Context: an optimization exercise on an open-source flow, tuned for small area, a short achievable clock period and few clock cycles. The choices shown serve that exercise and are no tape-out recipe. Where RTL was checked, it was by simulation tests only, not by an equivalence proof against the original. No activity file was given, so power comes from the tool's default toggle rates.

## accel_top
module accel_top #(
  parameter int ARRAY_N = 4
) (
  input  logic        clk,
  input  logic        arst_n,
  input  logic        psel,
  input  logic        penable,
  input  logic        pwrite,
  input  logic [11:0] paddr,
  input  logic [31:0] pwdata,
  output logic [31:0] prdata,
  output logic        pready,
  output logic        pslverr,
  output logic        interrupt,
  output logic        busy
);
Size in the first run: ~1700 cells after synthesis, ~710 flip-flops, ~85 I/O pins, ~28000 um^2 of cells after synthesis.
Settings: LEC_CHECK=0, CAP_MARGIN=20, CORE_MARGIN=2, CORE_UTILIZATION=40, CTS_BUF_LIST=sky130_fd_sc_hd__clkbuf_16, CTS_CLUSTER_DIAMETER=80, CTS_CLUSTER_SIZE=32, PLACE_DENSITY=0.6, SLEW_MARGIN=20; clock period 10.0 ns.
standard.sh (not shown) runs the stock make flow with config.mk's settings and CLKGATE_MAP_FILE= SYNTH_SCRIPT=/design/flow/synth_recipe.tcl, a recipe that flattens the netlist after the stock synthesis.
==> flow/flow/run.sh <==
#!/bin/bash
# layout flow: the standard flow, with timing repair asked for 7.3 ns of setup slack so
# that it keeps improving the achieved period beyond the 10 ns clock, and with plain
# buffers (rather than delay cells) on the ports
set -euo pipefail
bash standard.sh SETUP_SLACK_MARGIN=7.3 \
  "BUFFER_PORTS_ARGS=-buffer_cell sky130_fd_sc_hd__buf_2" finish > standard.log 2>&1
Testbench counts at the start, summed over its fixed seeds: cycles 6,656.
Rerun with:
--- a/flow/design.v
+++ b/flow/design.v
@@ -924,53 +924,50 @@
   input  logic        pwrite,
   input  logic [11:0] paddr,
   input  logic [31:0] pwdata,
   output logic [31:0] prdata,
   output logic        pready,
   output logic        pslverr,
   output logic        interrupt,
   output logic        busy
 );
   localparam int CELLS  = ARRAY_N * ARRAY_N;
   localparam int T_BITS = 58;
-  logic       setup;             
-  logic       sweep;             
-  logic [2:0] scnt;
-  logic       sweep_last;        
+  logic       setup;
   logic       in_buf;
   logic       hit_ctrl, hit_status, hit_a, hit_b;
   logic       ro_bits;
   logic       dec_err;
   logic [3:0] pidx;
   logic       rd_c, rd_status, rd_ctrl, rd_other;
-  assign setup      = psel && ((!penable && !sweep) || sweep_last);
+  assign setup      = psel && !penable;
   assign in_buf     = (paddr[1:0] == 2'b00) && (paddr[7:6] == 2'b00);
   assign hit_ctrl   = (paddr == 12'h000);
   assign hit_status = (paddr == 12'h004);
   assign hit_a      = in_buf && (paddr[11:8] == 4'h1);
   assign hit_b      = in_buf && (paddr[11:8] == 4'h2);
   assign ro_bits    = |{pwdata[31:2], pwdata[0]};
   assign pidx       = paddr[5:2];
   always_comb begin
     if (pwrite) begin
       dec_err = !(hit_ctrl || hit_status || hit_a || hit_b) || (hit_status && ro_bits) ||
                 ((hit_a || hit_b) && busy);
     end else begin
       dec_err = !(hit_ctrl || hit_status || hit_a || hit_b || (in_buf && paddr[11:8] == 4'h3));
     end
   end
-  assign rd_c      = setup && !pwrite && (paddr[11:8] == 4'h3) &&
+  assign rd_c      = psel && !penable && !pwrite && (paddr[11:8] == 4'h3) &&
                      (paddr[7:6] == 2'b00) && (paddr[1:0] == 2'b00);
   assign rd_status = setup && !pwrite && hit_status;
   assign rd_ctrl   = setup && !pwrite && hit_ctrl;
-  assign rd_other  = setup && !rd_c;
+  assign rd_other  = setup && !pwrite && !rd_c;
   logic       wr_a_q, wr_b_q, wr_ctrl_q, start_q, clr_q, err_q;
   logic [3:0] idx_q;
   logic       start;
   logic       cvalid;
   logic       irq_en, irq_en_n;
   logic       done, done_n;
   logic       interrupt_q;
   assign start    = start_q && !busy;
   assign irq_en_n = wr_ctrl_q ? pwdata[1] : irq_en;
   assign done_n   = busy || (done && !clr_q);
   always_ff @(posedge clk or negedge arst_n) begin
@@ -1005,42 +1002,30 @@
         cvalid <= 1'b1;
       end
     end
   end
   assign interrupt = interrupt_q;
   logic [7:0] a_buf [CELLS];
   logic [7:0] b_buf [CELLS];
   logic [7:0] a_run [CELLS];
   logic [7:0] b_run [CELLS];
   always_ff @(posedge clk or negedge arst_n) begin
     if (!arst_n) begin
-      sweep      <= 1'b1;
-      sweep_last <= 1'b0;
-      scnt       <= '0;
-    end else begin
-      sweep_last <= sweep && (scnt == 3'd6);
-      if (sweep) begin
-        scnt <= scnt + 3'd1;
-        if (sweep_last) begin
-          sweep <= 1'b0;
-        end
-      end
-    end
-  end
-  always_ff @(posedge clk) begin
-    for (int n = 0; n < CELLS; n++) begin
-      if (sweep ? (scnt == 3'(n)) : (wr_a_q && idx_q == 4'(n))) begin
-        a_buf[n] <= sweep ? 8'd0 : pwdata[7:0];
+      for (int n = 0; n < CELLS; n++) begin
+        a_buf[n] <= '0;
+        b_buf[n] <= '0;
       end
-      if (sweep ? (scnt == 3'(n)) : (wr_b_q && idx_q == 4'(n))) begin
-        b_buf[n] <= sweep ? 8'd0 : pwdata[7:0];
+    end else begin
+      for (int n = 0; n < CELLS; n++) begin
+        if (wr_a_q && idx_q == 4'(n)) a_buf[n] <= pwdata[7:0];
+        if (wr_b_q && idx_q == 4'(n)) b_buf[n] <= pwdata[7:0];
       end
     end
   end
   always_ff @(posedge clk) begin
     if (start) begin
       for (int n = 0; n < CELLS; n++) begin
         a_run[n] <= a_buf[n];
         b_run[n] <= b_buf[n];
       end
     end
   end
@@ -1143,23 +1128,23 @@
       res_idx  <= '0;
       c_first  <= 1'b0;
       c_pend   <= 1'b0;
       c_hit    <= 1'b0;
       pready_q <= 1'b0;
     end else begin
       res_v    <= res_v_n;
       res_idx  <= res_idx_n;
       c_first  <= rd_c;
       c_pend   <= c_pend_n;
       c_hit    <= c_hit_n;
-      pready_q <= !(sweep && !sweep_last) && (!c_pend_n || c_hit_n);
+      pready_q <= !c_pend_n || c_hit_n;
     end
   end
   always_ff @(posedge clk) begin
     if (rd_other) begin
       rdata_q <= {22'd0, (rd_status && done_n) || (rd_ctrl && irq_en_n), rd_status && start};
     end else if (acc_done) begin
       rdata_q <= cvalid ? {6'd0, sum} : 24'd0;
     end
   end
   assign pready  = pready_q;
   assign pslverr = err_q;
=> The new run passed the timing, DRC and antenna checks; via count came out higher by 13%; clock power came out higher by about 3%; worst hold slack stays flat; area after synthesis came out higher by 4.8%; synthesized cell count came out higher by 17%; core utilization came out lower by 0.38 points; sequential power came out lower by about 4%; first-iteration DRC count came out lower by 11%.
No functional check of the RTL was part of the second run of this note.

-- port drivers added, routing unchanged --
The flow's constraints put no driver on any port. The routed layouts listed below were extracted and timed again, unchanged, in two steps. Step 1, drivers: a clkbuf_16 drives clk and a buf_2 each remaining input, both assumed. Step 2 also shifts input and output timing later by t, the mid clock arrival at the registers, as if the neighbouring blocks saw the same clock. Three values: ideal, step 1, step 2; two values: the first two.
run	t (ns)	setup slack, ns	worst setup path at the end	worst register clock-pin slew, ns
the first run	0.696	6.797 / 6.738 / 6.464	input to register	0.12 / 0.12
the second run	0.690	6.843 / 6.781 / 6.238	input to register	0.12 / 0.12
After both steps setup and hold are still met in every run listed. For the second run, which loses most, drivers alone change the setup slack by -0.062 ns; drivers and shift together by -0.605 ns.
